Background: an optimization exercise with open tools, aiming at a short achievable clock period and few clock cycles per item. Do not read the settings as production practice. The RTL was checked by simulation tests, not by an equivalence proof against the original design. Power is estimated from default activity; no workload was simulated.

==> flow/design.v <==
package bmem_pkg;
    localparam int BEAT_W      = 64;
    localparam int BEATS       = 4;
    localparam int LINE_W      = BEAT_W * BEATS;
    localparam int OFFSET_BITS = 5;
endpackage
module rr_arbiter2 (
    input  logic req_i,
    input  logic req_d,
    input  logic last_d,
    output logic gnt_d,
    output logic any_req
);
    assign gnt_d   = req_d & (~req_i | ~last_d);
    assign any_req = req_i | req_d;
endmodule
module bmem_line_adapter #(
    parameter int ADDR_W = 32,
    parameter int BEAT_W = 64,
    parameter int BEATS  = 4
) (
    input  logic                      clk,
    input  logic                      rst,
    input  logic [ADDR_W-1:0]         i_addr,
    input  logic                      i_read,
    output logic [BEAT_W*BEATS-1:0]   i_rdata,
    output logic                      i_resp,
    input  logic [ADDR_W-1:0]         d_addr,
    input  logic                      d_read,
    input  logic                      d_write,
    input  logic [BEAT_W*BEATS-1:0]   d_wdata,
    output logic [BEAT_W*BEATS-1:0]   d_rdata,
    output logic                      d_resp,
    output logic [ADDR_W-1:0]         bmem_addr,
    output logic                      bmem_read,
    output logic                      bmem_write,
    output logic [BEAT_W-1:0]         bmem_wdata,
    input  logic                      bmem_ready,
    input  logic [ADDR_W-1:0]         bmem_raddr,
    input  logic [BEAT_W-1:0]         bmem_rdata,
    input  logic                      bmem_rvalid
);
    localparam int LINE_W = BEAT_W * BEATS;
    localparam int CNT_W  = $clog2(BEATS);
    localparam int OFS    = bmem_pkg::OFFSET_BITS;
    localparam int LA_W   = ADDR_W - OFS;
    localparam logic [CNT_W-1:0] LAST_BEAT = CNT_W'(BEATS - 1);
    logic               i_rq, d_rq, d_wr_q;
    logic [LA_W-1:0]    i_la_q, d_la_q;
    logic [LINE_W-1:0]  d_wdata_q;
    logic               rreq_q, rwait_q, wr_q;
    logic               idle;
    logic [CNT_W-1:0]   rcnt_q, wcnt_q;
    logic               cur_d_q, last_d_q, i_taken_q, d_taken_q;
    logic [LA_W-1:0]    la_q;         
    logic [LA_W-1:0]    rd_la_q;      
    logic [BEAT_W-1:0]  wdata_q;
    logic               i_resp_q, d_resp_q;
    logic [BEAT_W-1:0]  rdata_q;
    logic               hit_q;
    logic [CNT_W-1:0]   hidx_q;
    logic [LINE_W-BEAT_W-1:0] asm_q;
    logic               pend_i, pend_d, nxt_d, nxt_valid, nxt_wr;
    logic [LA_W-1:0]    nxt_la;
    logic               hit, rd_done, wr_last, wr_done, start;
    assign pend_i = i_rq & ~i_taken_q;
    assign pend_d = d_rq & ~d_taken_q;
    rr_arbiter2 u_arb (
        .req_i   (pend_i),
        .req_d   (pend_d),
        .last_d  (last_d_q),
        .gnt_d   (nxt_d),
        .any_req (nxt_valid)
    );
    assign nxt_wr = nxt_d & d_wr_q;
    assign nxt_la = nxt_d ? d_la_q : i_la_q;
    assign idle   = ~(rreq_q | rwait_q | wr_q);
    assign hit     = rwait_q & bmem_rvalid & (bmem_raddr == {rd_la_q, {OFS{1'b0}}});
    assign rd_done = hit & (rcnt_q == LAST_BEAT);
    assign wr_last = wr_q & (wcnt_q == LAST_BEAT);
    assign wr_done = wr_last & bmem_ready;
    assign start   = nxt_valid & (idle | rd_done | wr_done);
    always_ff @(posedge clk or posedge rst) begin
        if (rst) begin
            i_rq      <= 1'b0;
            d_rq      <= 1'b0;
            d_wr_q    <= 1'b0;
            i_la_q    <= '0;
            d_la_q    <= '0;
            d_wdata_q <= '0;
            rreq_q    <= 1'b0;
            rwait_q   <= 1'b0;
            wr_q      <= 1'b0;
            rcnt_q    <= '0;
            wcnt_q    <= '0;
            cur_d_q   <= 1'b0;
            last_d_q  <= 1'b0;
            i_taken_q <= 1'b0;
            d_taken_q <= 1'b0;
            la_q      <= '0;
            rd_la_q   <= '0;
            wdata_q   <= '0;
            i_resp_q  <= 1'b0;
            d_resp_q  <= 1'b0;
            rdata_q   <= '0;
            hit_q     <= 1'b0;
            hidx_q    <= '0;
            asm_q     <= '0;
        end else begin
            i_rq      <= i_read & ~i_resp_q;
            d_rq      <= (d_read | d_write) & ~d_resp_q;
            d_wr_q    <= d_write;
            i_la_q    <= i_addr[ADDR_W-1:OFS];
            d_la_q    <= d_addr[ADDR_W-1:OFS];
            d_wdata_q <= d_wdata;
            rreq_q  <= (rreq_q & ~bmem_ready) | (start & ~nxt_wr);
            wr_q    <= (wr_q & ~wr_done) | (start & nxt_wr);
            rwait_q <= (rreq_q & bmem_ready) | (rwait_q & ~rd_done);
            rcnt_q  <= rwait_q ? rcnt_q + CNT_W'(hit) : '0;
            wcnt_q  <= wr_q ? wcnt_q + CNT_W'(bmem_ready) : '0;
            if (start) begin
                cur_d_q  <= nxt_d;
                last_d_q <= nxt_d;
            end
            i_taken_q <= (start & ~nxt_d) | (i_taken_q & ~i_resp_q);
            d_taken_q <= (start & nxt_d) | (d_taken_q & ~d_resp_q);
            i_resp_q <= rd_done & ~cur_d_q;
            d_resp_q <= (rd_done & cur_d_q) | wr_done;
            if (bmem_ready) begin
                if (!(wr_q && !wr_last))
                    la_q <= nxt_la;
            end else begin
                if (!(wr_q || rreq_q))
                    la_q <= nxt_la;
            end
            if (rreq_q)
                rd_la_q <= la_q;
            if (wr_q) begin
                if (bmem_ready)
                    wdata_q <= d_wdata_q[CNT_W'(wcnt_q + 1'b1)*BEAT_W +: BEAT_W];
            end else begin
                wdata_q <= d_wdata_q[BEAT_W-1:0];
            end
            rdata_q <= bmem_rdata;
            hit_q   <= hit;
            hidx_q  <= rcnt_q;
            if (hit_q && hidx_q != LAST_BEAT)
                asm_q[hidx_q*BEAT_W +: BEAT_W] <= rdata_q;
        end
    end
    assign bmem_addr  = {la_q, {OFS{1'b0}}};
    assign bmem_read  = rreq_q;
    assign bmem_write = wr_q;
    assign bmem_wdata = wdata_q;
    assign i_resp     = i_resp_q;
    assign d_resp     = d_resp_q;
    assign i_rdata    = {rdata_q, asm_q};
    assign d_rdata    = {rdata_q, asm_q};
endmodule
==> flow/run.sh <==
#!/bin/bash
# synth_recipe.tcl (not shown) runs the flow's synth.tcl, then flattens the netlist and writes it again
# the make line also repeats each setting of config.mk as NAME=value (left out here)
make -C /OpenROAD-flow-scripts/flow DESIGN_CONFIG=/design/flow/config.mk WORK_HOME=/design/flow/orfs CLKGATE_MAP_FILE= SYNTH_SCRIPT=/design/flow/synth_recipe.tcl finish
==> flow/config.mk <==
export PLATFORM = sky130hd
export DESIGN_NAME = bmem_line_adapter
export DESIGN_NICKNAME = bmem_line_adapter
export VERILOG_FILES = /design/flow/design.v
export SDC_FILE = /design/flow/constraint.sdc
export NUM_CORES = 4
export LEC_CHECK = 0
export ABC_CLOCK_PERIOD_IN_PS = 1500
export CAP_MARGIN = 20
export CORE_AREA = 5 5 245 245
export DIE_AREA = 0 0 250 250
export SETUP_SLACK_MARGIN = 3.5
export SLEW_MARGIN = 20
==> flow/constraint.sdc <==
create_clock -name core_clock -period 5.0 [get_ports {clk}]
set_input_delay 1.0000 -clock core_clock [delete_from_list [all_inputs] [get_ports {clk}]]
set_output_delay 1.0000 -clock core_clock [all_outputs]
set_load 0.01 [all_outputs]
==> results.toml, run 1 <==
[status]
lastStage = "3_2_place_iop"
tool.error = "[ERROR PPL-0024] Number of IO pins (1035) exceeds maximum number of available positions (900). Increase the die perimeter from 1000.00um to 1407.60um."
status = "stopped before the end"

[logic_synthesis]
ys_ff_latch = 702
synthArstFlopShare_pct = 100.0
yosys_warnings = 1
synth_top_flop_cell = "dfrtp_1"
netlist_instances = 1871
synth_area_sq_mm = 0.02596
synth_edf_count = 0
syn_area_per_cell_sq_um = 13.87
ys_types = 39
yosysSeqAreaShare_pct = 67.67

[floorplan]
start_util_pct = 45.25
dieHeight_um = 250
rows = 88
die_w_um = 250
-- kinds of logic after synthesis --
kind of cell / after synthesis / share of synthesized area, %
AOI/OAI and AO/OA: 295 / 7.775
buffers and inverters: 365 / 9.100
and+or+nand+nor: 317 / 4.931
muxes: 155 / 9.192
DFF: 702 / 67.67
xor gates and xnor gates: 29 / 0.9784
other: 1 / 0.01445
adders and majority gates: 7 / 0.3374
-- synthesized netlist by cell type, types with 2 or more instances --
| cell type | instances | area share, % |
|---|---|---|
| a21oi_1 | 65 | 1.3 |
| a22o_1 | 129 | 4.4 |
| a31oi_1 | 27 | 0.65 |
| and2_1 | 4 | 0.096 |
| and4_1 | 2 | 0.067 |
| buf_1 | 7 | 0.10 |
| buf_2 | 10 | 0.19 |
| buf_4 | 261 | 7.5 |
| clkbuf_1 | 79 | 1.1 |
| dfrtp_1 | 702 | 68 |
| ha_1 | 7 | 0.34 |
| inv_1 | 8 | 0.12 |
| mux2_2 | 27 | 1.2 |
| mux2i_1 | 64 | 2.5 |
| mux4_2 | 64 | 5.6 |
| nand2_1 | 192 | 2.8 |
| nand3_1 | 4 | 0.077 |
| nand4_1 | 3 | 0.072 |
| nor2_1 | 97 | 1.4 |
| nor2b_1 | 3 | 0.072 |
| nor3_2 | 2 | 0.077 |
| nor4_1 | 4 | 0.096 |
| o21ai_0 | 66 | 1.3 |
| o32ai_1 | 2 | 0.067 |
| xnor2_1 | 11 | 0.37 |
| xor2_1 | 18 | 0.61 |
Testbench counts, summed over its fixed seeds: cycles 31,485, items 4,800.
==> run 2: changes to the inputs <==
--- a/flow/config.mk
+++ b/flow/config.mk
@@ -8,6 +8,6 @@
 export ABC_CLOCK_PERIOD_IN_PS = 1500
 export CAP_MARGIN = 20
-export CORE_AREA = 5 5 245 245
-export DIE_AREA = 0 0 250 250
+export CORE_AREA = 5 5 355 355
+export DIE_AREA = 0 0 360 360
 export SETUP_SLACK_MARGIN = 3.5
 export SLEW_MARGIN = 20
==> run 2 against run 1 <==
Net effect: synthesized area is the same; the run now finishes clean; synthesized cell count did not move.
==> results.toml, run 2 <==
[logic_synthesis]
yosys_warnings = 1
yosys-top-cells-area = "dfrtp_1 68%, buf_4 7.5%, mux4_2 5.6%, a22o_1 4.4%, nand2_1 2.8%"
yosys.area.top_type_share_pct = 67.67
ys_ff_latch = 702
yosys.area.top_type = "dfrtp_1"
ys_types = 39
yosysSeqAreaShare_pct = 67.67
synth_area_sq_mm = 0.02596
yosysMostFrequentCell = "dfrtp_1"
ys_top_cells_by_count = "702 x dfrtp_1, 261 x buf_4, 192 x nand2_1"
synthArstFlopShare_pct = 100.0
syn_area_per_cell_sq_um = 13.87
netlist_instances = 1871
synth_edf_count = 0
synth_top_flop_cell = "dfrtp_1"

[route]
ant_nets = 0
routed_wl_um = 143800
via_per_inst = 4.355
wl_per_cell_um = 28.86
route.detailed.drc = 0
drt_iter0_markers = 1515
drtPass1Iterations = 7
vias = 21690

[finish]
reg_top3 = "d_wdata_q x256, asm_q x192"
final_nets = 3712
postLayoutCoreUtil_pct = 39.80
drive_gt1_share_pct = 53.75
max_flop_register = "d_wdata_q"
layout.cells.non_filler = 4981
fillCellCount = 11070
largest_register_ffs = 256
final_common_cell = "buf_6"
final_cell_mix = "625 x buf_6, 612 x dfrtp_1, 377 x clkdlybuf4s50_1, 302 x buf_4, 151 x buf_2"
syn_to_final_growth_pct = 86.62

[setup_path]
cp.required_ps = 4000
crit_buf_inv = 1
cp_slowest_cell = "dfrtp_4"
path_class = "reg2out"
crit_chain = "buf_6"
cpPeakStageDelay_ps = 580
cp-start-kind = "register"
crit_arrival_ps = 1450
end_kind = "output pin"
critPathMaxFanout = 3
path_delay_family = "flip-flops"

[power]
vdd_ir_drop_max_mv = 0.3641
power.total_mw = 13.76
cellLeakagePower_nw = 22.33
power_density_mw_per_mm2 = 284.0

[sta]
max_freq_mhz = 408.5
worstMarginPinSlew_ps = 604.2
final.min_clock_period_ps = 2448
hold_slack_ps = 468.8
finalMaxSlewViolations = 0
maxSlewHeadroom_pct = 59.50
finClkSkew_ps = 45.69
rsz0062_at_grt = "yes"
post-route-period-util_pct = 48.96
hold_viol = 0
finalSetupViolCount = 0

[global_route]
grt_max_degree = 68
antenna_found_initial = 27
grt_util_all_layers_pct = 20.73
grt_pass1_vias = 21950
grt_pass1_wl_um = 187400
grt_overflow_total = 0

[clock_network]
numCtsBuffers = 83
clock-sinks = 702
cts-root-buf = "clkbuf_16"
h-tree-depth = 3
clk_pin_slew_ps = 80
cts.path.max_buffers = 3
hold_buffers = 0
clk_latency_ps = 690
cts_tree = "done"

[floorplan]
die_area_sq_mm = 0.1296
rows = 128
io_pins = 1035
die_w_um = 360
core_sq_mm = 0.1217
start_util_pct = 21.33
dieHeight_um = 360

[place]
dp_hpwl_um = 86150
dp_cells = 4200
gp_congestion = 0.8563
io_buffers = 1019

[status]
status = "timing/DRC/antenna clean"

[flow_run]
cap_violations = 0

[hold_path]
hold_class = "reg2reg"
run 2: where the power goes:
| part | total, mW | leakage, nW | internal, mW | switching, mW |
|---|---|---|---|---|
| combinational | 1.30 | 12.4 | 0.758 | 0.543 |
| clock | 6.40 | 1.42 | 3.72 | 2.68 |
| sequential | 6.06 | 8.55 | 5.91 | 0.153 |
| total | 13.8 | 22.3 | 10.4 | 3.38 |
run 2: cell type report:
type	instances	area (sq um)	share of cell area [%]
Antenna cell	7	17.52	0.03616
Sequential cell	702	17690	36.51
Tap cell	1625	2033	4.197
Inverter	8	41.29	0.08523
Multi-Input combinational cell	831	7619	15.73
Timing Repair inverter	1	5.005	0.01033
Timing Repair Buffer	1655	18130	37.43
Clock inverter	44	618.1	1.276
Clock buffer	108	2291	4.729
run 2: kinds of logic (layout without fill, tap and decap cells):
family	count (synthesis)	count (layout)	share of synthesized area (%)
AOI/OAI and AO/OA	295	296	7.775
xor gates and xnor gates	29	29	0.9784
other	1	12	0.01445
and+or+nand+nor	317	339	4.931
buffers and inverters	365	1816	9.100
adders and majority gates	7	7	0.3374
muxes	155	155	9.192
DFF	702	702	67.67
run 2: worst paths after layout:
| kind | startpoint | end | slack, ps | depth (start not counted) |
|---|---|---|---|---|
| worst max register to register | rwait_q$_DFF_PP0_ | d_taken_q$_DFF_PP0_ | 2730 | 6 |
| worst min register to register | rcnt_q[0]$_DFF_PP0_ | hidx_q[0]$_DFF_PP0_ | 470 | 0 |
| max in group asynchronous | rst | rdata_q[43]$_DFF_PP0_ | 3660 | 6 |
| worst min-delay path | rcnt_q[0]$_DFF_PP0_ | hidx_q[0]$_DFF_PP0_ | 470 | 0 |
| worst max-delay path | rdata_q[30]$_DFF_PP0_ | i_rdata[222] | 2550 | 1 |
| min in group asynchronous | rst | la_q[16]$_DFFE_PP0P_ | 570 | 3 |
run 2: metrics by stage:
step                      setup slack (ps)   TNS, ps  area (sq um)
final                                 2552         0         48450
after global routing                  2442         0         48440
after CTS                             2429         0         45140
after detailed placement              1587         0         36340
after global placement                1561         0         36340
after floorplan                      -5610  -3938190         26320
run 2: per-layer routing:
metal	global-route usage, %	vias to the layer above	share of wire (%)
met5	0	-	0.036
met4	8.245	8	5.4
met3	7.428	290	9.6
met2	35.91	1135	50
met1	23.31	11170	35
li1	-	9093	-
run 2: repair_timing:
action	in CTS	in global routing
cloned	82	12
resized for setup	3595	464
pin swaps	138	191
setup buffers	381	147
endpoints found under the setup margin	1563	903
==> run 3: changes to the inputs <==
--- a/flow/design.v
+++ b/flow/design.v
@@ -47,6 +47,4 @@
     localparam logic [CNT_W-1:0] LAST_BEAT = CNT_W'(BEATS - 1);
     logic               i_rq, d_rq, d_wr_q;
-    logic [LA_W-1:0]    i_la_q, d_la_q;
-    logic [LINE_W-1:0]  d_wdata_q;
     logic               rreq_q, rwait_q, wr_q;
     logic               idle;
@@ -74,5 +72,5 @@
     );
     assign nxt_wr = nxt_d & d_wr_q;
-    assign nxt_la = nxt_d ? d_la_q : i_la_q;
+    assign nxt_la = nxt_d ? d_addr[ADDR_W-1:OFS] : i_addr[ADDR_W-1:OFS];
     assign idle   = ~(rreq_q | rwait_q | wr_q);
     assign hit     = rwait_q & bmem_rvalid & (bmem_raddr == {rd_la_q, {OFS{1'b0}}});
@@ -86,7 +84,4 @@
             d_rq      <= 1'b0;
             d_wr_q    <= 1'b0;
-            i_la_q    <= '0;
-            d_la_q    <= '0;
-            d_wdata_q <= '0;
             rreq_q    <= 1'b0;
             rwait_q   <= 1'b0;
@@ -98,20 +93,12 @@
             i_taken_q <= 1'b0;
             d_taken_q <= 1'b0;
-            la_q      <= '0;
-            rd_la_q   <= '0;
-            wdata_q   <= '0;
             i_resp_q  <= 1'b0;
             d_resp_q  <= 1'b0;
-            rdata_q   <= '0;
             hit_q     <= 1'b0;
             hidx_q    <= '0;
-            asm_q     <= '0;
         end else begin
             i_rq      <= i_read & ~i_resp_q;
             d_rq      <= (d_read | d_write) & ~d_resp_q;
             d_wr_q    <= d_write;
-            i_la_q    <= i_addr[ADDR_W-1:OFS];
-            d_la_q    <= d_addr[ADDR_W-1:OFS];
-            d_wdata_q <= d_wdata;
             rreq_q  <= (rreq_q & ~bmem_ready) | (start & ~nxt_wr);
             wr_q    <= (wr_q & ~wr_done) | (start & nxt_wr);
@@ -127,25 +114,27 @@
             i_resp_q <= rd_done & ~cur_d_q;
             d_resp_q <= (rd_done & cur_d_q) | wr_done;
-            if (bmem_ready) begin
-                if (!(wr_q && !wr_last))
-                    la_q <= nxt_la;
-            end else begin
-                if (!(wr_q || rreq_q))
-                    la_q <= nxt_la;
-            end
-            if (rreq_q)
-                rd_la_q <= la_q;
-            if (wr_q) begin
-                if (bmem_ready)
-                    wdata_q <= d_wdata_q[CNT_W'(wcnt_q + 1'b1)*BEAT_W +: BEAT_W];
-            end else begin
-                wdata_q <= d_wdata_q[BEAT_W-1:0];
-            end
-            rdata_q <= bmem_rdata;
-            hit_q   <= hit;
-            hidx_q  <= rcnt_q;
-            if (hit_q && hidx_q != LAST_BEAT)
-                asm_q[hidx_q*BEAT_W +: BEAT_W] <= rdata_q;
+            hit_q  <= hit;
+            hidx_q <= rcnt_q;
         end
+    end
+    always_ff @(posedge clk) begin
+        if (bmem_ready) begin
+            if (!(wr_q && !wr_last))
+                la_q <= nxt_la;
+        end else begin
+            if (!(wr_q || rreq_q))
+                la_q <= nxt_la;
+        end
+        if (rreq_q)
+            rd_la_q <= la_q;
+        if (wr_q) begin
+            if (bmem_ready)
+                wdata_q <= d_wdata[CNT_W'(wcnt_q + 1'b1)*BEAT_W +: BEAT_W];
+        end else begin
+            wdata_q <= d_wdata[BEAT_W-1:0];
+        end
+        rdata_q <= bmem_rdata;
+        if (hit_q && hidx_q != LAST_BEAT)
+            asm_q[hidx_q*BEAT_W +: BEAT_W] <= rdata_q;
     end
     assign bmem_addr  = {la_q, {OFS{1'b0}}};
--- a/flow/config.mk
+++ b/flow/config.mk
@@ -6,5 +6,5 @@
 export NUM_CORES = 4
 export LEC_CHECK = 0
-export ABC_CLOCK_PERIOD_IN_PS = 1500
+export ABC_CLOCK_PERIOD_IN_PS = 10
 export CAP_MARGIN = 20
 export CORE_AREA = 5 5 355 355
==> run 3 against run 2 <==
Net effect: synthesized area is 29% lower; non-clock buffer count is 175 lower; still clean; synthesized cell count is 6.2% lower; via count is 13% lower; first-iteration DRC count is 4.2% higher; combinational power is 26% lower; largest power group unchanged; sequential share of layout area is 7.2 points lower; worst setup slack better by 89 ps; largest cell class unchanged; clock-buffer cell count is 33 lower; register-to-register slack better by 40 ps; sequential power is about 40% lower.
==> results.toml, run 3 <==
[sta]
finalSetupTns_ps = 0
final.min_clock_period_ps = 2359
hold_slack_ps = 433.6
finClkSkew_ps = 34.42
maxSlewHeadroom_pct = 60.49
post-route-period-util_pct = 47.18
finalSetupViolCount = 0
max_freq_mhz = 423.9
hold_viol = 0
worstMarginPinSlew_ps = 592.6
finalMaxSlewViolations = 0
rsz0062_at_grt = "yes"

[finish]
final_nets = 3397
max_flop_register = "asm_q"
final_cell_mix = "543 x buf_6, 381 x clkdlybuf4s50_1, 310 x edfxtp_1, 214 x buf_4, 196 x inv_1"
largest_register_ffs = 192
syn_to_final_growth_pct = 108.2
drive_gt1_share_pct = 54.56
reg_top3 = "asm_q x192, rdata_q x64, wdata_q x64"
final_common_cell = "buf_6"
fin_area_sq_mm = 0.03857
fillCellCount = 12210

[setup_path]
cp-startpoint = "asm_q[19]$_DFFE_PP_"
end_kind = "output pin"
cp.required_ps = 4000
r2r_end = "rwait_q$_DFF_PP0_"
timing.reg2reg.setup_slack_ps = 2770
cp-endpoint = "i_rdata[19]"
rr_worst_depth = 6
r2r-start = "rd_la_q[9]$_DFFE_PP_"
crit_arrival_ps = 1360
cp-start-kind = "register"
path_class = "reg2out"
critPathMaxFanout = 2

[logic_synthesis]
yosys_warnings = 1
netlist_instances = 1755
yosys.area.top_type = "edfxtp_1"
ys_types = 39
synthArstFlopShare_pct = 4.592
yosysSeqAreaShare_pct = 59.61
synth_edf_count = 310
synth_area_sq_mm = 0.01852
ys_top_cells_by_count = "343 x nand2_1, 310 x edfxtp_1, 261 x buf_4"
yosys-top-cells-area = "edfxtp_1 50%, buf_4 11%, nand2_1 7.0%, o21ai_0 6.9%, dfxtp_1 6.9%"
yosys.area.top_type_share_pct = 50.26
syn_area_per_cell_sq_um = 10.55
ys_ff_latch = 392
synth_top_flop_cell = "edfxtp_1"
yosysMostFrequentCell = "nand2_1"

[route]
via_per_inst = 4.056
wl_per_cell_um = 32.67
vias = 18890
drtPass1Iterations = 6
routed_wl_um = 152100
drt_iter0_markers = 1578
route.detailed.drc = 0
ant_nets = 0

[power]
power_density_mw_per_mm2 = 224.6
power.total_mw = 8.662
netSwitchingPower_mw = 2.201
vdd_ir_drop_max_mv = 0.2207
pwr-share-seq_pct = 42.2
cellLeakagePower_nw = 16.10
combPwrFrac_pct = 11.1
clockPowerShare_pct = 46.8
switching_share_pct = 25.41
power.internal_mw = 6.461

[flow_run]
cap_violations = 0

[clock_network]
h-tree-depth = 2
numCtsBuffers = 55
clk_latency_ps = 660
hold_buffers = 0
clk_pin_slew_ps = 60
clock-sinks = 392
cts.path.max_buffers = 3
cts-root-buf = "clkbuf_16"
cts_tree = "done"

[status]
status = "timing/DRC/antenna clean"

[floorplan]
core_sq_mm = 0.1217
die_w_um = 360
rows = 128
start_util_pct = 15.22
io_pins = 1035
dieHeight_um = 360
die_area_sq_mm = 0.1296

[global_route]
grt_pass1_vias = 18500
antenna_found_initial = 39
grt_util_all_layers_pct = 21.77
grt_pass1_wl_um = 188400
grt_overflow_total = 0
grt_max_degree = 61

[hold_path]
hold_class = "reg2reg"
holdCritStartpoint = "rcnt_q[1]$_DFF_PP0_"

[place]
io_buffers = 1019
dp_hpwl_um = 97040
dpl_cell_area_sq_mm = 0.02887
gp_congestion = 0.8850
-- run 3: kinds of logic after synthesis --
logic type | after synthesis | synth area share, %
AO/OA/AOI/OAI | 333 | 10.44
XOR/XNOR | 29 | 1.371
adder cells (fa/ha/maj) | 7 | 0.4729
buffers and inverters | 546 | 16.36
flip-flops | 392 | 59.61
multiplexers | 64 | 3.459
other | 1 | 0.02025
AND/OR/NAND/NOR | 383 | 8.262
-- run 3: stage by stage --
step                      utilization [%]  instances  setup slack, ps
after CTS                           29.37       4527             2582
after detailed placement            23.72       4072             1456
after global placement              23.72       4072             1452
after global routing                31.66       4645             2580
after floorplan                         -       1759             1141
final                               31.68       4657             2641
-- run 3: how the worst min path moves through the flow --
stage	endpoint	slack, ps	cells past startpoint
2_1_floorplan	hidx_q[0]$_DFF_PP0_	380	0
3_3_place_gp	hidx_q[0]$_DFF_PP0_	410	0
3_5_place_dp	hidx_q[0]$_DFF_PP0_	410	0
4_1_cts	hidx_q[1]$_DFF_PP0_	440	0
5_1_grt	rd_la_q[10]$_DFFE_PP_	450	0
6_report	hidx_q[1]$_DFF_PP0_	430	0
-- run 3: timing repair --
action,4_1_cts,5_1_grt
gates resized for setup,3966,519
gates cloned,59,13
pin swaps,184,97
setup buffers,293,98
setup endpoints to repair,1187,1094
-- run 3: final cells by class --
cell class	instances	area, sq um	area share [%]
sequential	392	11290	29.26
clock buffer	75	1617	4.192
antenna	19	47.55	0.1233
timing repair buffer	1480	15740	40.80
multi-input combinational	837	6863	17.80
clock inverter	28	215.2	0.5580
tap	1625	2033	5.272
inverter	201	768.2	1.992
-- run 3: per-layer routing --
layer / wire length [um] / global-route usage [%] / vias up
met3: 14870 / 8.128 / 233
met4: 6756 / 7.453 / 14
met1: 55000 / 24.26 / 9391
met5: 70 / 0 / -
met2: 75430 / 38.25 / 1062
li1: - / - / 8190
-- run 3: worst max-delay path: stages (launching register included) --
cell and delay, ps:
edfxtp_1 420, buf_6 150, buf_6 130
-- run 3: power by group through the flow --
| stage | clock [mW] | sequential [mW] | combinational, mW |
|---|---|---|---|
| floorplan | 0 | 3.71 | 0.153 |
| global placement | 0 | 3.73 | 0.764 |
| detailed placement | 0 | 3.73 | 0.767 |
| CTS | 4.17 | 3.65 | 0.900 |
| global route | 4.29 | 3.65 | 1.00 |
| finish | 4.05 | 3.65 | 0.960 |
Testbench counts of run 3, summed over its fixed seeds: cycles 31,485, items 4,800.
==> run 4: changes to the inputs <==
--- a/flow/config.mk
+++ b/flow/config.mk
@@ -6,5 +6,5 @@
 export NUM_CORES = 4
 export LEC_CHECK = 0
-export ABC_CLOCK_PERIOD_IN_PS = 10
+export ABC_CLOCK_PERIOD_IN_PS = 1500
 export CAP_MARGIN = 20
 export CORE_AREA = 5 5 355 355
==> run 4 against run 3 <==
Net effect: largest power group unchanged; worst setup slack did not move; global-route usage stayed put; combinational power is essentially flat; via count unchanged; worst hold slack did not move; core utilization did not move; non-clock buffer count unchanged; sequential share of layout area is the same; still clean; clock power barely moved.
==> results.toml, run 4 <==
[logic_synthesis]
synth_top_flop_cell = "edfxtp_1"
synthArstFlopShare_pct = 4.592
synth_area_sq_mm = 0.01852
synth_top_family_by_area = "buffers and inverters"
yosys-top-cells-area = "edfxtp_1 50%, buf_4 11%, nand2_1 7.0%, o21ai_0 6.9%, dfxtp_1 6.9%"
yosysSeqAreaShare_pct = 59.61
yosys_warnings = 1
synthMuxAreaShare_pct = 3.459
synth_xor_area_share_pct = 1.371
ys_top_cells_by_count = "343 x nand2_1, 310 x edfxtp_1, 261 x buf_4"
yosysMostFrequentCell = "nand2_1"
yosys.area.top_type_share_pct = 50.26
syn_area_per_cell_sq_um = 10.55
ys_ff_latch = 392
ys_types = 39
synthSimpleGateAreaFrac_pct = 8.262
synth_compound_area_share_pct = 10.44
synth_edf_count = 310
netlist_instances = 1755
synthAdderAreaFrac_pct = 0.4729
yosys.area.top_type = "edfxtp_1"

[route]
drtPass1Iterations = 6
route.detailed.drc = 0
drt_iter0_markers = 1578
vias = 18890
routed_wl_um = 152100
wl_per_cell_um = 32.67
via_per_inst = 4.056
ant_nets = 0

[finish]
final_nets = 3397
drive_gt1_share_pct = 54.56
reg_top3 = "asm_q x192, rdata_q x64, wdata_q x64"
largest_register_ffs = 192
fillCellCount = 12210
seq_area_sq_mm = 0.01129
fin_area_sq_mm = 0.03857
final_cell_mix = "543 x buf_6, 381 x clkdlybuf4s50_1, 310 x edfxtp_1, 214 x buf_4, 196 x inv_1"
max_flop_register = "asm_q"
multi_input_area_sq_mm = 0.006863
syn_to_final_growth_pct = 108.2
final_common_cell = "buf_6"

[global_route]
grt_pass1_vias = 18500
grt_util_all_layers_pct = 21.77
grt_max_degree = 61
grt_overflow_total = 0
antenna_found_initial = 39
grt_pass1_wl_um = 188400

[clock_network]
clock-sinks = 392
hold_buffers = 0
cts-root-buf = "clkbuf_16"
h-tree-depth = 2
clk_latency_ps = 660
cts_tree = "done"
clk_pin_slew_ps = 60
numCtsBuffers = 55
cts.path.max_buffers = 3

[sta]
fin_ws_ps = 2641
hold_slack_ps = 433.6
finalSetupTns_ps = 0
max_freq_mhz = 423.9
worstMarginPinSlew_ps = 592.6
finClkSkew_ps = 34.42
rsz0062_at_grt = "yes"
post-route-period-util_pct = 47.18
final.min_clock_period_ps = 2359
hold_viol = 0
finalSetupViolCount = 0
finalMaxSlewViolations = 0
maxSlewHeadroom_pct = 60.49

[hold_path]
holdCritStartpoint = "rcnt_q[1]$_DFF_PP0_"
hold_class = "reg2reg"
min_path_cells = 0

[setup_path]
crit_arrival_ps = 1360
cp.required_ps = 4000
timing.reg2reg.setup_slack_ps = 2770
path_class = "reg2out"
end_kind = "output pin"
rr_worst_depth = 6
critPathMaxFanout = 2
cp-start-kind = "register"
cp-startpoint = "asm_q[19]$_DFFE_PP_"
r2r-start = "rd_la_q[9]$_DFFE_PP_"

[place]
dpl_cell_area_sq_mm = 0.02887
gp_congestion = 0.8850
dp_hpwl_um = 97040
dp_slack_ps = 1456
io_buffers = 1019

[status]
status = "timing/DRC/antenna clean"

[floorplan]
rows = 128
die_area_sq_mm = 0.1296
core_sq_mm = 0.1217
die_w_um = 360
io_pins = 1035
dieHeight_um = 360
start_util_pct = 15.22

[flow_run]
cap_violations = 0

[power]
power_density_mw_per_mm2 = 224.6
power.total_mw = 8.662
vdd_ir_drop_max_mv = 0.2207
cellLeakagePower_nw = 16.10
## run 4: cell counts in the layout (fill, tap and decap cells not counted)
No cell type changed its count.
## run 4: repair_timing
action,in CTS,in global routing
setup buffers,293,98
cloned,59,13
setup endpoints to repair,1187,1094
resized for setup,3966,519
pin swaps,184,97
## run 4: kinds of logic after synthesis
kind of cell             count (synthesis)
buffers and inverters                  546
multiplexers                            64
AO/OA/AOI/OAI                          333
AND/OR/NAND/NOR                        383
XOR/XNOR                                29
flip-flops                             392
adder cells (fa/ha/maj)                  7
other                                    1
## run 4: path summary, 6_finish.rpt
| check | end |
|---|---|
| worst max-delay path | i_rdata[19] |
| worst min-delay path | hidx_q[1]$_DFF_PP0_ |
| worst max register to register | rwait_q$_DFF_PP0_ |
| worst min register to register | hidx_q[1]$_DFF_PP0_ |
| max in group asynchronous | wr_q$_DFF_PP0_ |
| min in group asynchronous | wcnt_q[1]$_DFF_PP0_ |
## run 4: critical path, cell delays in order (launching register included)
cell	delay, ps
edfxtp_1	420
buf_6	150
buf_6	130
## run 4: per-stage QoR
stage	util [%]	cells
2_1_floorplan	-	1759
3_3_place_gp	23.72	4072
3_5_place_dp	23.72	4072
4_1_cts	29.37	4527
5_1_grt	31.66	4645
6_report	31.68	4657
## run 4: layout make-up
type / instances / share of cell area [%]
antenna: 19 / 0.1233
clock buffer: 75 / 4.192
clock inverter: 28 / 0.5580
timing repair buffer: 1480 / 40.80
tap: 1625 / 5.272
inverter: 201 / 1.992
multi-input combinational: 837 / 17.80
sequential: 392 / 29.26
## run 4: metal layers
metal,GRT usage [%],wire [um],vias to the layer above
met5,0,70,-
met4,7.453,6756,14
met3,8.128,14870,233
met2,38.25,75430,1062
met1,24.26,55000,9391
li1,-,-,8190
## run 4: power breakdown
part	total, mW	internal [mW]	switching (mW)
Sequential	3.65	3.55	0.0974
Combinational	0.960	0.585	0.375
Clock	4.05	2.32	1.73
Total	8.66	6.46	2.20
==> run 5: changes to the inputs <==
--- a/flow/config.mk
+++ b/flow/config.mk
@@ -8,5 +8,5 @@
 export ABC_CLOCK_PERIOD_IN_PS = 1500
 export CAP_MARGIN = 20
-export CORE_AREA = 5 5 355 355
+export CORE_AREA = 105 105 255 255
 export DIE_AREA = 0 0 360 360
 export SETUP_SLACK_MARGIN = 3.5
==> run 5 against run 4 <==
Net effect: the flow now stops in 3_3_place_gp; synthesized cell count stayed put; synthesized area is the same.
==> results.toml, run 5 <==
[floorplan]
dieHeight_um = 360
die_w_um = 360
start_util_pct = 84.34
rows = 54
io_pins = 1035

[logic_synthesis]
netlist_instances = 1755
synth_area_sq_mm = 0.01852
ys_ff_latch = 392
yosysMostFrequentCell = "nand2_1"
yosys_warnings = 1
ys_top_cells_by_count = "343 x nand2_1, 310 x edfxtp_1, 261 x buf_4"
synth_top_flop_cell = "edfxtp_1"
yosys.area.top_type_share_pct = 50.26
ys_types = 39
syn_area_per_cell_sq_um = 10.55
synth_edf_count = 310
yosysSeqAreaShare_pct = 59.61
synthArstFlopShare_pct = 4.592
yosys.area.top_type = "edfxtp_1"
yosys-top-cells-area = "edfxtp_1 50%, buf_4 11%, nand2_1 7.0%, o21ai_0 6.9%, dfxtp_1 6.9%"

[status]
tool.error = "[ERROR GPL-0301] Utilization 126.809 % exceeds 100%."
lastStage = "3_3_place_gp"
status = "stopped before the end"

[place]
io_buffers = 1019
-- run 5: logic make-up after synthesis --
logic type,after synthesis,share of synthesized area (%)
buf+inv,546,16.36
flops,392,59.61
mux,64,3.459
simple gates,383,8.262
other cells,1,0.02025
compound gates,333,10.44
fa+ha+maj,7,0.4729
xor+xnor,29,1.371
==> run 6: changes to the inputs <==
--- a/flow/config.mk
+++ b/flow/config.mk
@@ -8,5 +8,5 @@
 export ABC_CLOCK_PERIOD_IN_PS = 1500
 export CAP_MARGIN = 20
-export CORE_AREA = 105 105 255 255
+export CORE_AREA = 70 70 290 290
 export DIE_AREA = 0 0 360 360
 export SETUP_SLACK_MARGIN = 3.5
==> run 6 against run 5 <==
Net effect: synthesized area unchanged; now fails the layout checks on antenna rules; synthesized cell count unchanged.
==> results.toml, run 6 <==
[clock_network]
numCtsBuffers = 44
cts-root-buf = "clkbuf_16"
clk_pin_slew_ps = 80
clock-sinks = 392
cts_tree = "done"
cts.path.max_buffers = 3
h-tree-depth = 2
hold_buffers = 0
clk_latency_ps = 620

[global_route]
grt_util_all_layers_pct = 25.72
grt_pass1_wl_um = 234400
grt_pass1_vias = 18850
grt_overflow_total = 0
grt_max_degree = 46
antenna_found_initial = 206

[floorplan]
die_w_um = 360
io_pins = 1035
core_sq_mm = 0.04775
rows = 80
dieHeight_um = 360
die_area_sq_mm = 0.1296
start_util_pct = 38.79

[setup_path]
crit_buf_inv = 1
cpPeakStageDelay_ps = 570
crit_arrival_ps = 1410
cp_slowest_cell = "edfxtp_1"
cp-start-kind = "register"
path_delay_family = "flip-flops"
rr_worst_depth = 5
path_class = "reg2out"
cp.required_ps = 4000
cp-startpoint = "asm_q[0]$_DFFE_PP_"
end_kind = "output pin"
crit_chain = "buf_6"
critical_path_depth = 1
r2r-start = "rd_la_q[17]$_DFFE_PP_"
critPathMaxFanout = 3

[logic_synthesis]
netlist_instances = 1755
syn_area_per_cell_sq_um = 10.55
synth_edf_count = 310
yosys_warnings = 1
yosys-top-cells-area = "edfxtp_1 50%, buf_4 11%, nand2_1 7.0%, o21ai_0 6.9%, dfxtp_1 6.9%"
yosys.area.top_type = "edfxtp_1"
yosysMostFrequentCell = "nand2_1"
yosys.area.top_type_share_pct = 50.26
synth_area_sq_mm = 0.01852
ys_top_cells_by_count = "343 x nand2_1, 310 x edfxtp_1, 261 x buf_4"
synth_top_flop_cell = "edfxtp_1"
yosysSeqAreaShare_pct = 59.61
ys_types = 39
synthArstFlopShare_pct = 4.592
ys_ff_latch = 392

[route]
via_per_inst = 5.595
ant_nets = 2
routed_wl_um = 201300
vias = 20550
route.detailed.drc = 0
wl_per_cell_um = 54.80
drt_iter0_markers = 2102
drtPass1Iterations = 6

[finish]
final_cell_mix = "677 x buf_6, 378 x clkdlybuf4s50_1, 310 x edfxtp_1, 252 x buf_4, 196 x inv_1"
max_flop_register = "asm_q"
drive_gt1_share_pct = 54.43
syn_to_final_growth_pct = 108.1
final_common_cell = "buf_6"
final_nets = 3409
reg_top3 = "asm_q x192, rdata_q x64, wdata_q x64"
largest_register_ffs = 192
fillCellCount = 2621
postLayoutCoreUtil_pct = 80.72

[power]
power_density_mw_per_mm2 = 205.4
vdd_ir_drop_max_mv = 0.2170
cellLeakagePower_nw = 16.81

[status]
violatedChecks = "antenna rules"
status = "complete, but fails checks"

[place]
dp_hpwl_um = 154000
gp_congestion = 0.9600
io_buffers = 1019

[hold_path]
min_path_cells = 0
hold_class = "reg2reg"
holdCritStartpoint = "rcnt_q[1]$_DFF_PP0_"

[sta]
final.min_clock_period_ps = 2406
finClkSkew_ps = 43.23
finalSetupViolCount = 0
finalMaxSlewViolations = 0
rsz0062_at_grt = "yes"
post-route-period-util_pct = 48.12
max_freq_mhz = 415.6
hold_viol = 0
finalSetupTns_ps = 0

[flow_run]
cap_violations = 0
run 6: cell counts after synthesis:
No cell type changed its count.
run 6: area by class of cell:
type / count / area [sq um] / share of cell area [%]
Antenna cell: 43 / 107.6 / 0.2792
Timing Repair Buffer: 1501 / 17430 / 45.22
Inverter: 201 / 768.2 / 1.993
Clock buffer: 62 / 1240 / 3.217
Sequential cell: 392 / 11290 / 29.30
Clock inverter: 20 / 173.9 / 0.4513
Multi-Input combinational cell: 839 / 6761 / 17.54
Tap cell: 615 / 769.5 / 1.997
run 6: worst register-to-register path: cells and delay by family (launching register included):
kind | cells | cell delay [ps]
AND/OR/NAND/NOR | 3 | 1250
flip-flops | 1 | 390
AO/OA/AOI/OAI | 1 | 210
XOR/XNOR | 1 | 190
run 6: path summary, 6_finish.rpt:
path,end,slack [ps]
max reg2reg,rwait_q$_DFF_PP0_,2840
max in group asynchronous,rreq_q$_DFF_PP0_,3940
max,d_rdata[0],2590
min in group asynchronous,i_taken_q$_DFF_PP0_,770
min reg2reg,hidx_q[1]$_DFF_PP0_,440
min,hidx_q[1]$_DFF_PP0_,440
run 6: logic make-up after synthesis:
group                      after synthesis  share of synthesized area [%]
buffers and inverters                  546                          16.36
DFF                                    392                          59.61
and+or+nand+nor                        383                          8.262
AOI/OAI and AO/OA                      333                          10.44
muxes                                   64                          3.459
xor gates and xnor gates                29                          1.371
adders and majority gates                7                         0.4729
other                                    1                        0.02025
run 6: power breakdown:
part	switching [mW]	internal [mW]	total [mW]	leakage, nW
combinational	0.410	0.589	0.998	12.8
sequential	0.0727	3.55	3.62	3.27
clock	1.45	1.84	3.29	0.696
run 6: per-layer routing:
metal	wire, um	part of all wire [%]	global-route usage [%]	vias to the layer above
met5	1011	0.50	0	-
li1	-	-	-	8210
met2	104300	52	47.83	1678
met1	53410	27	20.43	9842
met3	30230	15	17.17	670
met4	12300	6.1	10.52	152
run 6: per-stage QoR:
stage / setup WS (ps) / hold slack (ps) / power, mW / cells / instance area (sq um)
global placement: 1830 / 399.4 / 4.510 / 3064 / 27580
CTS: 2647 / 430.6 / 7.785 / 3511 / 35490
detailed placement: 1834 / 418.7 / 4.518 / 3064 / 27580
floorplan: 1141 / 381.6 / 3.863 / 1759 / 18900
global route: 2602 / 461.2 / 8.078 / 3651 / 38480
finish: 2594 / 444.3 / 7.917 / 3673 / 38540
run 6: timing repair:
item | 4_1_cts | 5_1_grt
gates cloned | 97 | 3
setup endpoints to repair | 1186 | 1104
buffers inserted | 268 | 116
hold endpoints to repair | 0 | 0
resized for setup | 4596 | 582
pin swaps | 204 | 140
==> run 7: changes to the inputs <==
--- a/flow/design.v
+++ b/flow/design.v
@@ -55,8 +55,8 @@
     logic [BEAT_W-1:0]  wdata_q;
     logic               i_resp_q, d_resp_q;
-    logic [BEAT_W-1:0]  rdata_q;
+    logic [BEAT_W-1:0]  rdata_q, top_i_q, top_d_q;
     logic               hit_q;
     logic [CNT_W-1:0]   hidx_q;
-    logic [LINE_W-BEAT_W-1:0] asm_q;
+    logic [LINE_W-BEAT_W-1:0] asm_i_q, asm_d_q;
     logic               pend_i, pend_d, nxt_d, nxt_valid, nxt_wr;
     logic [LA_W-1:0]    nxt_la;
@@ -135,6 +135,14 @@
         end
         rdata_q <= bmem_rdata;
-        if (hit_q && hidx_q != LAST_BEAT)
-            asm_q[hidx_q*BEAT_W +: BEAT_W] <= rdata_q;
+        if (rwait_q && !cur_d_q)
+            top_i_q <= bmem_rdata;
+        if (rwait_q && cur_d_q)
+            top_d_q <= bmem_rdata;
+        if (hit_q && hidx_q != LAST_BEAT) begin
+            if (!cur_d_q)
+                asm_i_q[hidx_q*BEAT_W +: BEAT_W] <= rdata_q;
+            else
+                asm_d_q[hidx_q*BEAT_W +: BEAT_W] <= rdata_q;
+        end
     end
     assign bmem_addr  = {la_q, {OFS{1'b0}}};
@@ -144,5 +152,5 @@
     assign i_resp     = i_resp_q;
     assign d_resp     = d_resp_q;
-    assign i_rdata    = {rdata_q, asm_q};
-    assign d_rdata    = {rdata_q, asm_q};
+    assign i_rdata    = {top_i_q, asm_i_q};
+    assign d_rdata    = {top_d_q, asm_d_q};
 endmodule
--- a/flow/config.mk
+++ b/flow/config.mk
@@ -6,8 +6,6 @@
 export NUM_CORES = 4
 export LEC_CHECK = 0
-export ABC_CLOCK_PERIOD_IN_PS = 1500
 export CAP_MARGIN = 20
-export CORE_AREA = 70 70 290 290
+export CORE_AREA = 5 5 355 355
 export DIE_AREA = 0 0 360 360
-export SETUP_SLACK_MARGIN = 3.5
 export SLEW_MARGIN = 20
==> run 7 against run 6 <==
Net effect: synthesized cell count is 27% higher; die area stayed put; fmax is 20% lower; the run now finishes clean; combinational power is 21% lower; clock power is 82% higher; clock skew is 9.3 ps lower; critical path depth is 3 higher; non-clock buffer count is 450 lower; largest power group unchanged; critical path type is now reg2reg.
==> results.toml, run 7 <==
[setup_path]
r2r_end = "wdata_q[10]$_DFFE_PP_"
cp.required_ps = 5410
cp-startpoint = "wcnt_q[0]$_DFF_PP0_"
path_class = "reg2reg"
critPathMaxFanout = 38
rr_worst_depth = 4
cp-start-kind = "register"
r2r-start = "wcnt_q[0]$_DFF_PP0_"
timing.reg2reg.setup_slack_ps = 1970
end_kind = "register"
cp-endpoint = "wdata_q[10]$_DFFE_PP_"
crit_arrival_ps = 3440

[finish]
reg_top3 = "asm_d_q x192, asm_i_q x192"
drive_gt1_share_pct = 5.507
fillCellCount = 12030
seq_area_sq_mm = 0.02066
final_common_cell = "clkdlybuf4s50_1"
multi_input_area_sq_mm = 0.005617
final_cell_mix = "1019 x clkdlybuf4s50_1, 630 x edfxtp_1, 447 x o21ai_0, 392 x inv_1, 342 x nand2_1"
postLayoutCoreUtil_pct = 35.36
syn_to_final_growth_pct = 53.19
layout.cells.non_filler = 4970
final_nets = 3684

[sta]
post-route-period-util_pct = 60.50
worstMarginPinSlew_ps = 1177
finalSetupViolCount = 0
final.min_clock_period_ps = 3025
hold_viol = 0
finalSetupTns_ps = 0
max_freq_mhz = 330.6
maxSlewHeadroom_pct = 19.30
hold_slack_ps = 443.9
finClkSkew_ps = 33.98
finalMaxSlewViolations = 0
rsz0062_at_grt = "no"

[global_route]
grt_max_degree = 106
grt_util_all_layers_pct = 18.74
busiest_layer = "met2"
gr-usage-met1_pct = 20.66
grt_pass1_wl_um = 171300
grt_pass1_vias = 21630
met3_usage_pct = 7.409
antenna_found_initial = 59
met2_usage_pct = 31.03
grt_overflow_total = 0

[power]
vdd_ir_drop_max_mv = 0.2397
power_density_mw_per_mm2 = 311.2
cellLeakagePower_nw = 16.26

[route]
wl_per_cell_um = 25.61
via_per_inst = 4.298
route.detailed.drc = 0
vias = 21360
ant_nets = 0
drtPass1Iterations = 5
drt_iter0_markers = 1799
routed_wl_um = 127300

[logic_synthesis]
yosys.area.top_type = "edfxtp_1"
synth_area_sq_mm = 0.02809
ys_top_cells_by_count = "630 x edfxtp_1, 447 x o21ai_0, 392 x inv_1"
yosys_warnings = 1
ys_types = 41
yosysMostFrequentCell = "edfxtp_1"
synth_edf_count = 630
syn_area_per_cell_sq_um = 12.61
yosysSeqAreaShare_pct = 73.50
netlist_instances = 2227
synthArstFlopShare_pct = 2.528
synth_top_flop_cell = "edfxtp_1"
yosys-top-cells-area = "edfxtp_1 67%, o21ai_0 8.0%, inv_1 5.2%, nand2_1 4.6%, dfxtp_1 4.6%"
yosys.area.top_type_share_pct = 67.34
ys_ff_latch = 712

[hold_path]
hold_class = "reg2reg"

[floorplan]
start_util_pct = 23.08
core_sq_mm = 0.1217
dieHeight_um = 360
rows = 128
die_w_um = 360
io_pins = 1035
die_area_sq_mm = 0.1296

[clock_network]
cts-root-buf = "clkbuf_16"
clock-sinks = 712
cts_setup_buffers = 0
cts.path.max_buffers = 3
clk_latency_ps = 680
numCtsBuffers = 81
clk_pin_slew_ps = 60
post_cts_resized = 0
cts_tree = "done"
h-tree-depth = 3
hold_buffers = 0

[place]
io_buffers = 1019
dp_hpwl_um = 97500
gp_congestion = 0.9234
dp_cells = 4796

[flow_run]
cap_violations = 0

[status]
status = "timing/DRC/antenna clean"
-- run 7: critical path: stages (launching register included) --
cell,delay [ps]
dfrtp_4,490
ha_4,740
mux2i_1,1030
o21ai_0,170
a22o_1,220
-- run 7: cell families (layout without fill, tap and decap cells) --
family | after synthesis | count (layout) | share of synthesized area [%]
AO/OA/AOI/OAI | 524 | 524 | 10.37
multiplexers | 64 | 64 | 2.280
adder cells (fa/ha/maj) | 7 | 7 | 0.3117
other | 1 | 27 | 0.01335
buffers and inverters | 503 | 1595 | 6.957
AND/OR/NAND/NOR | 387 | 387 | 5.661
XOR/XNOR | 29 | 29 | 0.9041
flip-flops | 712 | 712 | 73.50
-- run 7: how the worst min path moves through the flow --
| stage | to | from | cells past startpoint | slack (ps) |
|---|---|---|---|---|
| 2_1_floorplan | hidx_q[0]$_DFF_PP0_ | rcnt_q[0]$_DFF_PP0_ | 0 | 470 |
| 6_report | rd_la_q[7]$_DFFE_PP_ | la_q[7]$_DFFE_PP_ | 0 | 440 |
| 5_1_grt | rd_la_q[8]$_DFFE_PP_ | la_q[8]$_DFFE_PP_ | 0 | 470 |
| 4_1_cts | rd_la_q[7]$_DFFE_PP_ | la_q[7]$_DFFE_PP_ | 0 | 450 |
| 3_5_place_dp | rd_la_q[24]$_DFFE_PP_ | la_q[24]$_DFFE_PP_ | 0 | 440 |
| 3_3_place_gp | rd_la_q[1]$_DFFE_PP_ | la_q[1]$_DFFE_PP_ | 0 | 430 |
-- run 7: through the flow --
step	power [mW]	setup slack (ps)	instance area, sq um
global placement	7.521	1840	40290
detailed placement	7.526	1848	40310
finish	13.39	1975	43040
global route	13.85	1851	43020
floorplan	6.886	-895.8	28120
CTS	13.57	1858	42980
-- run 7: final cells by class --
| type | instances | area share (%) |
|---|---|---|
| inverters | 392 | 3.419 |
| clock buffers | 114 | 5.376 |
| clock inverters | 38 | 0.8373 |
| repair buffers | 1051 | 24.46 |
| well taps | 1625 | 4.725 |
| diodes | 22 | 0.1279 |
| multi-input cells | 1016 | 13.05 |
| flip-flops and latches | 712 | 48.00 |
-- run 7: where the power goes --
group	leakage [nW]	internal (mW)	switching (mW)	total [mW]
combinational	9.23	0.473	0.315	0.787
sequential	5.73	6.55	0.0602	6.61
clock	1.30	3.38	2.62	5.99
total	16.3	10.4	2.99	13.4
-- run 7: layer usage --
layer | routed length [um] | up-vias
met2 | 61260 | 1039
met4 | 6992 | 16
li1 | - | 9733
met3 | 13190 | 234
met1 | 45640 | 10340
met5 | 221 | -
Testbench counts of run 7, summed over its fixed seeds: cycles 31,485, items 4,800.
==> run 8: changes to the inputs <==
--- a/flow/config.mk
+++ b/flow/config.mk
@@ -8,4 +8,7 @@
 export CAP_MARGIN = 20
 export CORE_AREA = 5 5 355 355
+export CTS_CLUSTER_DIAMETER = 60
+export CTS_CLUSTER_SIZE = 30
 export DIE_AREA = 0 0 360 360
+export SETUP_SLACK_MARGIN = 3.5
 export SLEW_MARGIN = 20
==> run 8 against run 7 <==
Net effect: still clean on timing, DRC and antenna; synthesized cell count unchanged; flip-flop and latch count did not move; total power rose by 4.0%; clock-buffer cell count shrank 28; sequential share of layout area shrank 10 points; routed wire length is 34% higher; core utilization increased by 9.4 points; critical endpoint is now i_rdata[255]; highest routed layer unchanged.
==> results.toml, run 8 <==
[status]
status = "timing/DRC/antenna clean"

[setup_path]
path_delay_family = "flip-flops"
crit_buf_inv = 1
cp_slowest_cell = "edfxtp_1"
critical_path_depth = 1
critPathMaxFanout = 1
crit_arrival_ps = 1380
cpPeakStageDelay_ps = 500
cp-start-kind = "register"
crit_chain = "buf_2"
r2r_end = "wdata_q[48]$_DFFE_PP_"
timing.reg2reg.setup_slack_ps = 2830
rr_worst_depth = 9
cp-startpoint = "top_i_q[63]$_DFFE_PP_"
cp.required_ps = 4000
end_kind = "output pin"
path_class = "reg2out"
r2r-start = "wcnt_q[0]$_DFF_PP0_"
cp-endpoint = "i_rdata[255]"

[power]
netSwitchingPower_mw = 3.637
power_density_mw_per_mm2 = 256.0
combPwrFrac_pct = 6.3
power.internal_mw = 10.29
vdd_ir_drop_max_mv = 0.2467
cellLeakagePower_nw = 22.59
switching_share_pct = 26.11
clockPowerShare_pct = 45.9
pwr-share-seq_pct = 47.8

[route]
routed_wl_um = 171000
ant_nets = 0
vias = 25640
via_per_inst = 4.577
route.detailed.drc = 0
drtPass1Iterations = 5
drt_iter0_markers = 2349
wl_per_cell_um = 30.51

[finish]
layout.cells.non_filler = 5603
syn_to_final_growth_pct = 93.71
reg_top3 = "asm_d_q x192, asm_i_q x192"
fin_area_sq_mm = 0.05442
postLayoutCoreUtil_pct = 44.71
multi_input_area_sq_mm = 0.009724
final_common_cell = "edfxtp_1"
final_cell_mix = "630 x edfxtp_1, 388 x inv_1, 378 x clkdlybuf4s50_1, 373 x buf_2, 343 x buf_4"
fillCellCount = 10870
drive_gt1_share_pct = 53.57
final_nets = 4325
seq_area_sq_mm = 0.02067

[sta]
max_freq_mhz = 421.0
finClkSkew_ps = 46.46
fin_ws_ps = 2625
hold_viol = 0
worstMarginPinSlew_ps = 768.2
maxSlewHeadroom_pct = 48.73
finalMaxSlewViolations = 0
finalSetupViolCount = 0
rsz0062_at_grt = "yes"
final.min_clock_period_ps = 2375
post-route-period-util_pct = 47.51

[logic_synthesis]
ys_top_cells_by_count = "630 x edfxtp_1, 447 x o21ai_0, 392 x inv_1"
synth_area_sq_mm = 0.02809
synth_edf_count = 630
ys_ff_latch = 712
synth_top_flop_cell = "edfxtp_1"
syn_area_per_cell_sq_um = 12.61
yosys-top-cells-area = "edfxtp_1 67%, o21ai_0 8.0%, inv_1 5.2%, nand2_1 4.6%, dfxtp_1 4.6%"
netlist_instances = 2227
yosys.area.top_type_share_pct = 67.34
yosys_warnings = 1
yosysSeqAreaShare_pct = 73.50
yosysMostFrequentCell = "edfxtp_1"
ys_types = 41
synthArstFlopShare_pct = 2.528
yosys.area.top_type = "edfxtp_1"

[place]
dp_slack_ps = 1848
dp_hpwl_um = 98070
io_buffers = 1019
dp_cells = 4789
gp_congestion = 0.9491
dpl_cell_area_sq_mm = 0.04041

[clock_network]
cts-root-buf = "clkbuf_16"
h-tree-depth = 3
clk_latency_ps = 680
cts.path.max_buffers = 3
clk_pin_slew_ps = 80
clock-sinks = 712
numCtsBuffers = 79
cts_tree = "done"

[floorplan]
rows = 128
die_w_um = 360
start_util_pct = 23.08
core_sq_mm = 0.1217
die_area_sq_mm = 0.1296
dieHeight_um = 360
io_pins = 1035

[global_route]
grt_max_degree = 72
grt_util_all_layers_pct = 24.13
grt_pass1_vias = 25080
grt_pass1_wl_um = 216200
grt_overflow_total = 0
antenna_found_initial = 39

[hold_path]
hold_class = "reg2reg"

[flow_run]
cap_violations = 0
[run 8: per-stage QoR]
step	setup TNS, ps	hold slack, ps	total power [mW]
after floorplan	-171990	476.1	6.892
after global placement	0	432.3	7.533
after detailed placement	0	432.0	7.539
after CTS	0	442.9	13.96
after global routing	0	460.2	14.33
final	0	441.1	13.93
[run 8: power by group through the flow]
| stage | combinational [mW] | clock [mW] | sequential, mW |
|---|---|---|---|
| finish | 0.883 | 6.39 | 6.66 |
| global route | 0.919 | 6.75 | 6.67 |
| detailed placement | 0.802 | 0 | 6.74 |
| floorplan | 0.135 | 0 | 6.76 |
| CTS | 0.818 | 6.50 | 6.65 |
| global placement | 0.798 | 0 | 6.74 |
[run 8: repair_timing]
action	4_1_cts	5_1_grt
endpoints found under the setup margin	1697	1607
hold buffers	0	0
pin swaps	235	102
cloned	103	22
buffers inserted	370	155
gates resized for setup	4065	644
[run 8: worst min-delay path by stage]
stage / startpoint / end / slack, ps / depth (start not counted)
after floorplan: rcnt_q[1]$_DFF_PP0_ / hidx_q[1]$_DFF_PP0_ / 480 / 0
after global placement: la_q[23]$_DFFE_PP_ / rd_la_q[23]$_DFFE_PP_ / 430 / 0
after detailed placement: la_q[26]$_DFFE_PP_ / rd_la_q[26]$_DFFE_PP_ / 430 / 0
after CTS: la_q[26]$_DFFE_PP_ / rd_la_q[26]$_DFFE_PP_ / 440 / 0
after global routing: la_q[1]$_DFFE_PP_ / rd_la_q[1]$_DFFE_PP_ / 460 / 0
final: la_q[2]$_DFFE_PP_ / rd_la_q[2]$_DFFE_PP_ / 440 / 0
[run 8: final cells by class]
type,instances,share of cell area (%)
Inverter,392,2.741
Tap cell,1625,3.736
Clock buffer,86,3.681
Timing Repair Buffer,1675,32.33
Multi-Input combinational cell,1035,17.87
Sequential cell,712,37.98
Clock inverter,61,1.582
Antenna cell,17,0.07817
[run 8: routing by layer]
layer	vias up	global-route usage, %	wire (um)
met3	328	8.524	15710
met1	12740	26.79	60810
met5	-	0	37
li1	11200	-	-
met2	1371	42.53	85720
met4	6	9.162	8683
[run 8: logic make-up (layout without fill, tap and decap cells)]
family / count (synthesis) / in the layout / synth area share, %
adders and majority gates: 7 / 7 / 0.3117
and+or+nand+nor: 387 / 401 / 5.661
DFF: 712 / 712 / 73.50
AOI/OAI and AO/OA: 524 / 529 / 10.37
other: 1 / 22 / 0.01335
buffers and inverters: 503 / 2214 / 6.957
xor gates and xnor gates: 29 / 29 / 0.9041
muxes: 64 / 64 / 2.280
==> run 9: changes to the inputs <==
--- a/flow/config.mk
+++ b/flow/config.mk
@@ -6,8 +6,7 @@
 export NUM_CORES = 4
 export LEC_CHECK = 0
+export ABC_CLOCK_PERIOD_IN_PS = 1500
 export CAP_MARGIN = 20
 export CORE_AREA = 5 5 355 355
-export CTS_CLUSTER_DIAMETER = 60
-export CTS_CLUSTER_SIZE = 30
 export DIE_AREA = 0 0 360 360
 export SETUP_SLACK_MARGIN = 3.5
==> run 9 against run 8 <==
Net effect: still clean; critical path depth stayed put; routed wire length is 0.64% lower; worst setup slack better by 9.1 ps; clock-buffer cell count is 15 higher; design area is 0.66% lower; largest power group unchanged; highest routed layer unchanged.
==> results.toml, run 9 <==
[finish]
final_cell_mix = "630 x edfxtp_1, 389 x inv_1, 378 x clkdlybuf4s50_1, 368 x buf_2, 332 x buf_4"
final_common_cell = "edfxtp_1"
drive_gt1_share_pct = 52.89
final_nets = 4309
layout.cells.non_filler = 5590
syn_to_final_growth_pct = 92.43
reg_top3 = "asm_d_q x192, asm_i_q x192"

[global_route]
grt_util_all_layers_pct = 24.13
grt_max_degree = 72
grt_overflow_total = 0
antenna_found_initial = 38
grt_pass1_wl_um = 215300
grt_pass1_vias = 24890

[floorplan]
core_sq_mm = 0.1217
die_area_sq_mm = 0.1296
io_pins = 1035
die_w_um = 360
start_util_pct = 23.08
dieHeight_um = 360
rows = 128

[logic_synthesis]
synth_edf_count = 630
syn_area_per_cell_sq_um = 12.61
ys_types = 41
ys_top_cells_by_count = "630 x edfxtp_1, 447 x o21ai_0, 392 x inv_1"
yosys.area.top_type_share_pct = 67.34
synth_top_flop_cell = "edfxtp_1"
synthArstFlopShare_pct = 2.528
yosys.area.top_type = "edfxtp_1"
netlist_instances = 2227
yosysSeqAreaShare_pct = 73.50
yosys_warnings = 1
synth_area_sq_mm = 0.02809
yosys-top-cells-area = "edfxtp_1 67%, o21ai_0 8.0%, inv_1 5.2%, nand2_1 4.6%, dfxtp_1 4.6%"
ys_ff_latch = 712
yosysMostFrequentCell = "edfxtp_1"

[clock_network]
cts-root-buf = "clkbuf_16"
clk_latency_ps = 690
h-tree-depth = 3
clock-sinks = 712
cts_tree = "done"
cts.path.max_buffers = 3
clk_pin_slew_ps = 60
numCtsBuffers = 83

[flow_run]
cap_violations = 0

[setup_path]
path_delay_family = "flip-flops"
cp.required_ps = 4000
critPathMaxFanout = 1
cp-start-kind = "register"
crit_buf_inv = 1
cp_slowest_cell = "edfxtp_1"
cpPeakStageDelay_ps = 490
crit_arrival_ps = 1370
r2r-start = "wcnt_q[0]$_DFF_PP0_"
end_kind = "output pin"
cp-startpoint = "top_i_q[63]$_DFFE_PP_"
crit_chain = "buf_2"
path_class = "reg2out"

[sta]
post-route-period-util_pct = 47.33
final.min_clock_period_ps = 2366
maxSlewHeadroom_pct = 50.37
finalMaxSlewViolations = 0
max_freq_mhz = 422.6
worstMarginPinSlew_ps = 743.6
fin_ws_ps = 2634
hold_slack_ps = 442.4
finClkSkew_ps = 35.97
rsz0062_at_grt = "yes"
finalSetupViolCount = 0
hold_viol = 0
finalSetupTns_ps = 0

[hold_path]
hold_class = "reg2reg"
holdCritStartpoint = "la_q[2]$_DFFE_PP_"

[route]
ant_nets = 0
vias = 25460
wl_per_cell_um = 30.39
drtPass1Iterations = 5
routed_wl_um = 169900
via_per_inst = 4.554
route.detailed.drc = 0
drt_iter0_markers = 2207

[place]
io_buffers = 1019
dp_slack_ps = 1848
dp_cells = 4789
dp_hpwl_um = 98070
gp_congestion = 0.9491

[power]
power_density_mw_per_mm2 = 259.4
vdd_ir_drop_max_mv = 0.2528
cellLeakagePower_nw = 22.34
power.total_mw = 14.02

[status]
status = "timing/DRC/antenna clean"
-- run 9: timing repair --
| item | CTS | global route |
|---|---|---|
| resized for setup | 4087 | 597 |
| hold buffers | 0 | 0 |
| setup buffers | 354 | 150 |
| endpoints found under the setup margin | 1697 | 1578 |
| pin swaps | 210 | 108 |
| gates cloned | 105 | 21 |
-- run 9: worst paths after layout --
kind	endpoint	slack, ps	cells past startpoint
setup / recovery	i_rdata[255]	2630	1
hold / removal	rd_la_q[2]$_DFFE_PP_	440	0
setup reg to reg	wdata_q[10]$_DFFE_PP_	2820	7
hold reg to reg	rd_la_q[2]$_DFFE_PP_	440	0
max in group asynchronous	wr_q$_DFF_PP0_	3690	2
min in group asynchronous	hidx_q[0]$_DFF_PP0_	740	2
-- run 9: power breakdown --
part           internal, mW  switching (mW)  leakage, nW
clock network          3.73            2.71         1.39
registers              6.55           0.121         5.73
logic                 0.511           0.395         15.2
-- run 9: per-stage QoR --
stage               cell area (sq um)  util, %
floorplan                       28440        -
global placement                40410    33.20
detailed placement              40410    33.20
CTS                             50270    41.30
global route                    54050    44.41
finish                          54060    44.41
-- run 9: routing by layer --
metal | wire [um] | share of wire [%] | global-route usage (%)
met1 | 59990 | 35 | 26.47
met3 | 15400 | 9.1 | 8.564
met5 | 47 | 0.028 | 0
met4 | 9874 | 5.8 | 10.41
met2 | 84550 | 50 | 42.27
-- run 9: area by class of cell --
cell class	instances	area, sq um
fillers	10900	67660
multi-input cells	1034	9761
well taps	1625	2033
diodes	15	37.54
clock inverters	55	646.9
clock buffers	101	2226
repair buffers	1656	17210
inverters	392	1480
flip-flops and latches	712	20670
-- run 9: kinds of logic (layout without fill, tap and decap cells) --
logic type      after synthesis  after routing  share of synthesized area, %
flops                       712            712                         73.50
compound gates              524            528                         10.37
buf+inv                     503           2204                         6.957
simple gates                387            401                         5.661
mux                          64             64                         2.280
xor+xnor                     29             29                        0.9041
fa+ha+maj                     7              7                        0.3117
other cells                   1             20                       0.01335

-- afterwards: timing with drivers on the ports --
In the flow no input, the clock included, has a driving cell. The finished layouts below were timed again as built, in two steps. Step 1 assumes that a clkbuf_16 drives the clock port and a buf_2 every other input. Step 2 adds t to the input delays and takes it off the output delays; t is the mean of the earliest and latest rising clock arrival at the registers after step 1. Input paths then give back, and output paths get back, about the clock's delay inside the block. Three values: ideal ports, drivers, drivers and shift; two values: the first two.
run	t (ns)	setup WS [ns]	worst slew at a driven data input, ns
run 2	0.728	2.552 / 2.494 / 1.943	0.18
run 3	0.699	2.641 / 2.580 / 2.016	0.22
run 4	0.699	2.641 / 2.580 / 2.016	0.22
run 6	0.664	2.594 / 2.524 / 2.090	0.28
run 7	0.728	1.975 / 1.913 / 1.830	0.23
run 8	0.718	2.625 / 2.560 / 2.306	0.24
run 9	0.739	2.634 / 2.568 / 2.362	0.24
